What follows belongs to an exercise in optimizing a design on an open flow for small area, a short achievable clock period and few clock cycles per item; a production flow would make more cautious choices. Only simulation tests tie the RTL to the original design; equivalence was not proved. No activity file was given, so power comes from the tool's default toggle rates.

Setup of run 1:
==> flow/design.v (excerpt) <==
module pipelined_sorter #(
   parameter int WIDTH  = 32,
   parameter int N      = 8,
   parameter int SIGNED = 1,
   parameter int TW     = (N < 2) ? 1 : $clog2(N)
) (
   input  logic                   clk,
   input  logic                   rst_n,
   input  logic                   in_valid,
   output logic                   in_ready,
   input  logic [N*WIDTH-1:0]     in_data,
   input  logic                   in_descend,
   output logic                   out_valid,
   input  logic                   out_ready,
   output logic [N*TW-1:0]        out_tag,
   output logic [N*WIDTH-1:0]     out_data
);
Size in the first run: roughly 6,700 cells after synthesis, about 590 flip-flops.
clock: 5.0 ns
lec_check: 0
abc_area: 1
cap_margin: 20
core_margin: 2
core_utilization: 45
cts_buf_list: sky130_fd_sc_hd__clkbuf_4 sky130_fd_sc_hd__clkbuf_8
place_density: 0.55
setup_slack_margin: 2.35
slew_margin: 20
standard.sh (not shown) runs the stock make flow with config.mk's settings and CLKGATE_MAP_FILE= SYNTH_SCRIPT=/design/flow/synth_recipe.tcl, a recipe that flattens the netlist after the stock synthesis.
==> flow/flow/run.sh <==
#!/bin/bash
# Own layout flow: the standard ORFS flow (standard.sh), with the ports buffered by plain
# buffers (buf_1) instead of the default delay-buffer pick, and the resizer free to change a
# cell's footprint (so port buffers and other cells can be resized to any equivalent cell).
set -euo pipefail
bash standard.sh \
   MATCH_CELL_FOOTPRINT=0 \
   "BUFFER_PORTS_ARGS=-buffer_cell sky130_fd_sc_hd__buf_1" \
   finish > standard.log 2>&1
Testbench counts of run 1, summed over its fixed seeds: cycles 16,016, items 16,000.
## Diff of input files: run 2 against run 1
Settings: swapping 20 for 5 in SLEW_MARGIN; swapping 45 for 35 in CORE_UTILIZATION; swapping 20 for 5 in CAP_MARGIN; swapping 0.55 for 0.45 in PLACE_DENSITY.
==> flow/flow/run.sh <==
#!/bin/bash
# Own layout flow: the standard ORFS flow (standard.sh), with the ports buffered by plain
# buffers (buf_2) instead of the default delay-buffer pick, and the resizer free to change a
# cell's footprint (so port buffers and other cells can be resized to any equivalent cell).
set -euo pipefail
bash standard.sh \
   MATCH_CELL_FOOTPRINT=0 \
   "BUFFER_PORTS_ARGS=-buffer_cell sky130_fd_sc_hd__buf_2" \
   finish > standard.log 2>&1
==> comparison <==
Run 2 ended with more wire length of the first global-routing pass than run 1. The run showing the greater depth of the critical timing path with buffers and inverters included is run 1. Between run 1 and run 2, the cell-internal power is lower for run 1. Looking only at clock power, and setting everything else aside, the lower value of run 1 and run 2 goes to run 1. Via count: run 2 better than run 1. From run 1 to run 2 the numbers moved as follows: sequential share of layout area saw a decrease; non-clock inverter count in the final layout saw little to no change. Comparing run 1 and run 2, the lower global placer's final weighted congestion was measured on run 2. Comparing run 1 and run 2, standard cell core area is lower on run 1.
What run 3 does differently from run 2 at the input level:
Settings: changing PLACE_DENSITY from 0.45 to 0.6; changing SLEW_MARGIN from 5 to 20; changing CAP_MARGIN from 5 to 20.
Run 3 ended up with in_data[127] as its critical path startpoint; run 2 ended up with ovld_q. Run 3 ended up with thr_q[31] as its capture point of the worst path; run 2 ended up with in_ready. The non-clock buffer count of run 3 falls short of that of run 2 by 36. Compared with run 2, number of buffers created by CTS in run 3 decreased by a few percent. Looking at HPWL reported at the end of detailed placement, run 3 sits 6.6 mm lower than run 2 does. Summary of run 3 over run 2: fraction of power consumed by the clock network -1.3 points, worst clock skew up 27 ps, buffer share of cell area went down. Clock edge transition at the registers on the reported setup and hold paths of run 3 is on par with run 2. Comparing the two runs side by side, run 3 comes out ahead of run 2 on standby leakage power. Run 3 finished every stage and its layout cleared the timing, design-rule and antenna checks.
The inputs of run 4 differ from those of run 3 as listed below.
Settings: a change of CORE_UTILIZATION from 35 to 40.
==> flow/flow/run.sh <==
#!/bin/bash
# Own layout flow: the standard ORFS flow (standard.sh), with the ports buffered by plain
# buffers (buf_1) instead of the default delay-buffer pick, and the resizer free to change a
# cell's footprint (so port buffers and other cells can be resized to any equivalent cell).
set -euo pipefail
bash standard.sh \
   MATCH_CELL_FOOTPRINT=0 \
   "BUFFER_PORTS_ARGS=-buffer_cell sky130_fd_sc_hd__buf_1" \
   finish > standard.log 2>&1
Results
Looking at setup slack, run 4 sits 16 ps higher than run 3 does.
Run 4 against run 3: count of multi-input combinational gates held steady, number of instances in the synthesized netlist flat.
Combinational-cell power consumption on run 4 is down relative to run 3.
As of run 4, net switching component of the power had fallen slightly compared to run 3.

---

The RTL this note starts from:
==> flow/design.v <==
module cas_cell #(
   parameter int WIDTH = 32
) (
   input  logic [WIDTH-1:0] a,
   input  logic [WIDTH-1:0] b,
   input  logic             dir,
   output logic             p
);
   logic [31:0] x, y, g0, e0;
   logic [7:0]  g1, e1;
   logic [1:0]  g2, e2;
   logic        gt, eq;
   always_comb begin
      x  = {b[31], a[30:0]};
      y  = {a[31], b[30:0]};
      g0 = x & ~y;
      e0 = ~(x ^ y);
      for (int k = 0; k < 8; k++) begin
         g1[k] = g0[4*k+3] | (e0[4*k+3] & g0[4*k+2]) | (e0[4*k+3] & e0[4*k+2] & g0[4*k+1])
               | (e0[4*k+3] & e0[4*k+2] & e0[4*k+1] & g0[4*k]);
         e1[k] = &e0[4*k +: 4];
      end
      for (int k = 0; k < 2; k++) begin
         g2[k] = g1[4*k+3] | (e1[4*k+3] & g1[4*k+2]) | (e1[4*k+3] & e1[4*k+2] & g1[4*k+1])
               | (e1[4*k+3] & e1[4*k+2] & e1[4*k+1] & g1[4*k]);
         e2[k] = &e1[4*k +: 4];
      end
      gt = g2[1] | (e2[1] & g2[0]);
      eq = e2[1] & e2[0];
   end
   assign p = dir ? (gt | eq) : !gt;
endmodule
module cnt7_thr (
   input  logic [6:0] v,
   output logic [2:0] ta,
   output logic [3:0] tb
);
   assign ta[0] = v[0] | v[1] | v[2];
   assign ta[1] = (v[0] & v[1]) | (v[0] & v[2]) | (v[1] & v[2]);
   assign ta[2] = v[0] & v[1] & v[2];
   assign tb[0] = v[3] | v[4] | v[5] | v[6];
   assign tb[1] = (v[3] & v[4]) | (v[3] & v[5]) | (v[3] & v[6]) | (v[4] & v[5]) | (v[4] & v[6])
                | (v[5] & v[6]);
   assign tb[2] = (v[3] & v[4] & v[5]) | (v[3] & v[4] & v[6]) | (v[3] & v[5] & v[6])
                | (v[4] & v[5] & v[6]);
   assign tb[3] = v[3] & v[4] & v[5] & v[6];
endmodule
module cnt7_sel (
   input  logic [2:0] ta,
   input  logic [3:0] tb,
   output logic [7:0] c
);
   logic [3:0] a;    
   logic [4:0] b;    
   logic [8:0] t;    
   always_comb begin
      a = {ta, 1'b1};
      b = {tb, 1'b1};
      t = '0;
      for (int i = 0; i < 4; i++)
         for (int j = 0; j < 5; j++)
            t[i+j] = t[i+j] | (a[i] & b[j]);
      for (int r = 0; r < 8; r++) c[r] = t[r] & !t[r+1];
   end
endmodule
module pipelined_sorter #(
   parameter int WIDTH  = 32,
   parameter int N      = 8,
   parameter int SIGNED = 1,
   parameter int TW     = (N < 2) ? 1 : $clog2(N)
) (
   input  logic                   clk,
   input  logic                   rst_n,
   input  logic                   in_valid,
   output logic                   in_ready,
   input  logic [N*WIDTH-1:0]     in_data,
   input  logic                   in_descend,
   output logic                   out_valid,
   input  logic                   out_ready,
   output logic [N*TW-1:0]        out_tag,
   output logic [N*WIDTH-1:0]     out_data
);
   localparam int VW = N * WIDTH;
   localparam int TV = N * TW;
   logic [N*N-1:0]  bef;
   logic [N*7-1:0]  thr;       
   logic [N*7-1:0]  thr_q;
   logic [VW-1:0]   key_q;
   logic            vld_q;
   logic [N*N-1:0]  sel;       
   logic [N*N-1:0]  sel_en;    
   logic [VW-1:0]   dat_d;
   logic [TV-1:0]   tag_d;
   logic [VW-1:0]   dat_q;
   logic [TV-1:0]   tag_q;
   logic            ovld_q;
   logic            adv;
   assign out_valid = ovld_q;
   assign out_data  = dat_q;
   assign out_tag   = tag_q;
   assign adv       = !ovld_q || out_ready;
   assign in_ready  = adv;
   genvar i, j;
   generate
      for (i = 0; i < N; i = i + 1) begin : g_row
         for (j = i + 1; j < N; j = j + 1) begin : g_col
            logic p;
            cas_cell #(.WIDTH(WIDTH)) u_cmp (
               .a   (in_data[i*WIDTH +: WIDTH]),
               .b   (in_data[j*WIDTH +: WIDTH]),
               .dir (in_descend),
               .p   (p)
            );
            assign bef[j*N+i] = p;
            assign bef[i*N+j] = !p;
         end
         assign bef[i*N+i] = 1'b0;
      end
      for (i = 0; i < N; i = i + 1) begin : g_rank
         logic [N-2:0] v;
         for (j = 0; j < N; j = j + 1) begin : g_v
            if (j < i)      begin : g_lo assign v[j]   = bef[i*N+j]; end
            else if (j > i) begin : g_hi assign v[j-1] = bef[i*N+j]; end
         end
         cnt7_thr u_thr (.v(v), .ta(thr[i*7 +: 3]), .tb(thr[i*7+3 +: 4]));
         cnt7_sel u_sel (.ta(thr_q[i*7 +: 3]), .tb(thr_q[i*7+3 +: 4]), .c(sel[i*N +: N]));
      end
   endgenerate
   assign sel_en = sel & {(N*N){adv}};
   always_comb begin
      dat_d = dat_q & {VW{!adv}};
      tag_d = tag_q & {TV{!adv}};
      for (int p = 0; p < N; p++) begin
         for (int a = 0; a < N; a++) begin
            dat_d[p*WIDTH +: WIDTH] = dat_d[p*WIDTH +: WIDTH]
                                      | ({WIDTH{sel_en[a*N+p]}} & key_q[a*WIDTH +: WIDTH]);
            tag_d[p*TW +: TW]       = tag_d[p*TW +: TW] | ({TW{sel_en[a*N+p]}} & TW'(a));
         end
      end
   end
   always_ff @(posedge clk or negedge rst_n) begin
      if (!rst_n) begin
         vld_q  <= 1'b0;
         ovld_q <= 1'b0;
      end else if (adv) begin
         vld_q  <= in_valid;
         ovld_q <= vld_q;
      end
   end
   always_ff @(posedge clk) begin
      if (adv) begin
         key_q <= in_data;
         thr_q <= thr;
      end
   end
   always_ff @(posedge clk) begin
      dat_q <= dat_d;
      tag_q <= tag_d;
   end
endmodule
==> flow/config.mk <==
export PLATFORM = sky130hd
export DESIGN_NAME = pipelined_sorter
export DESIGN_NICKNAME = pipelined_sorter
export VERILOG_FILES = /design/flow/design.v
export SDC_FILE = /design/flow/constraint.sdc
export NUM_CORES = 4
export LEC_CHECK = 0
export ABC_AREA = 1
export CAP_MARGIN = 20
export CORE_MARGIN = 2
export CORE_UTILIZATION = 35
export PLACE_DENSITY = 0.45
export SETUP_SLACK_MARGIN = 2.3
export SLEW_MARGIN = 20
==> flow/constraint.sdc <==
create_clock -name core_clock -period 5.0 [get_ports {clk}]
set_input_delay 1.0000 -clock core_clock [delete_from_list [all_inputs] [get_ports {clk}]]
set_output_delay 1.0000 -clock core_clock [all_outputs]
set_load 0.01 [all_outputs]
==> flow/flow/run.sh <==
#!/bin/bash
# Own layout flow: the standard ORFS flow (standard.sh), with the ports buffered by plain
# buffers (buf_2) instead of the default delay-buffer pick, and the resizer free to change a
# cell's footprint (so port buffers and other cells can be resized to any equivalent cell).
set -euo pipefail
bash standard.sh \
   MATCH_CELL_FOOTPRINT=0 \
   "BUFFER_PORTS_ARGS=-buffer_cell sky130_fd_sc_hd__buf_2" \
   finish > standard.log 2>&1
The baseline completed without violations.
Testbench counts at the start, summed over its fixed seeds: cycles 16,016, items 16,000.
==> next run, changes <==
CTS_BUF_LIST = sky130_fd_sc_hd__clkbuf_4 sky130_fd_sc_hd__clkbuf_8   (was not set)
SETUP_SLACK_MARGIN = 2.5   (was 2.3)
Effect: The changed run finished clean; clock-buffer cell count climbs by 59; hold slack improved by 0.26 ns; register-to-register slack improves by 0.16 ns; area after synthesis stays the same; power rose by about 1.5%; final cell count is higher by 1.4%; synthesized cell count stays the same; first-iteration DRC count is lower by 5.7%; sequential power is about the same.
==> next run, changes <==
SETUP_SLACK_MARGIN = 2.35   (was 2.5)
Effect: Design area fell by 5.3%. Total power falls by 1.3%. Setup slack is worse by 0.033 ns.

## re-timing with driven ports
Ports are ideal in the flow. The routed layouts listed here were re-timed in OpenROAD.
Step 1: set_driving_cell puts a clkbuf_16 on clk and a buf_2 on each other input, an assumption about the parent block.
Step 2 also shifts input and output timing later by t, the mid clock arrival at the registers, as if the neighbouring blocks saw the same clock.
a / b / c = ideal ports / drivers / drivers and shift; a / b = the first two.
run | t, ns | slack for setup (ns) | worst hold slack (ns) | slew at the worst register clock pin (ns) | pins driven straight from the clock port
run 1 | 0.845 | 2.184 / 2.117 / 1.501 | 0.407 / 0.369 / 0.452 | 0.07 / 0.07 | 1
run 2 | 0.897 | 2.282 / 2.213 / 1.494 | 0.367 / 0.328 / 0.452 | 0.07 / 0.07 | 1
run 3 | 0.867 | 2.265 / 2.297 / 1.453 | 0.391 / 0.341 / 0.450 | 0.07 / 0.07 | 1
run 4 | 0.870 | 2.281 / 2.281 / 1.456 | 0.419 / 0.381 / 0.459 | 0.08 / 0.08 | 1
the first run of note 2 | 0.743 | 2.279 / 2.296 / 1.553 | 0.101 / 0.060 / 0.450 | 0.07 / 0.07 | 1
the second run of note 2 | 0.879 | 2.313 / 2.248 / 1.593 | 0.361 / 0.345 / 0.452 | 0.08 / 0.08 | 1
the third run of note 2 | 0.899 | 2.280 / 2.209 / 1.480 | 0.365 / 0.320 / 0.452 | 0.07 / 0.07 | 1
After both steps setup and hold are still met in every run listed. For run 4, which loses most, drivers alone change the setup slack by 0.000 ns; drivers and shift together by -0.825 ns.
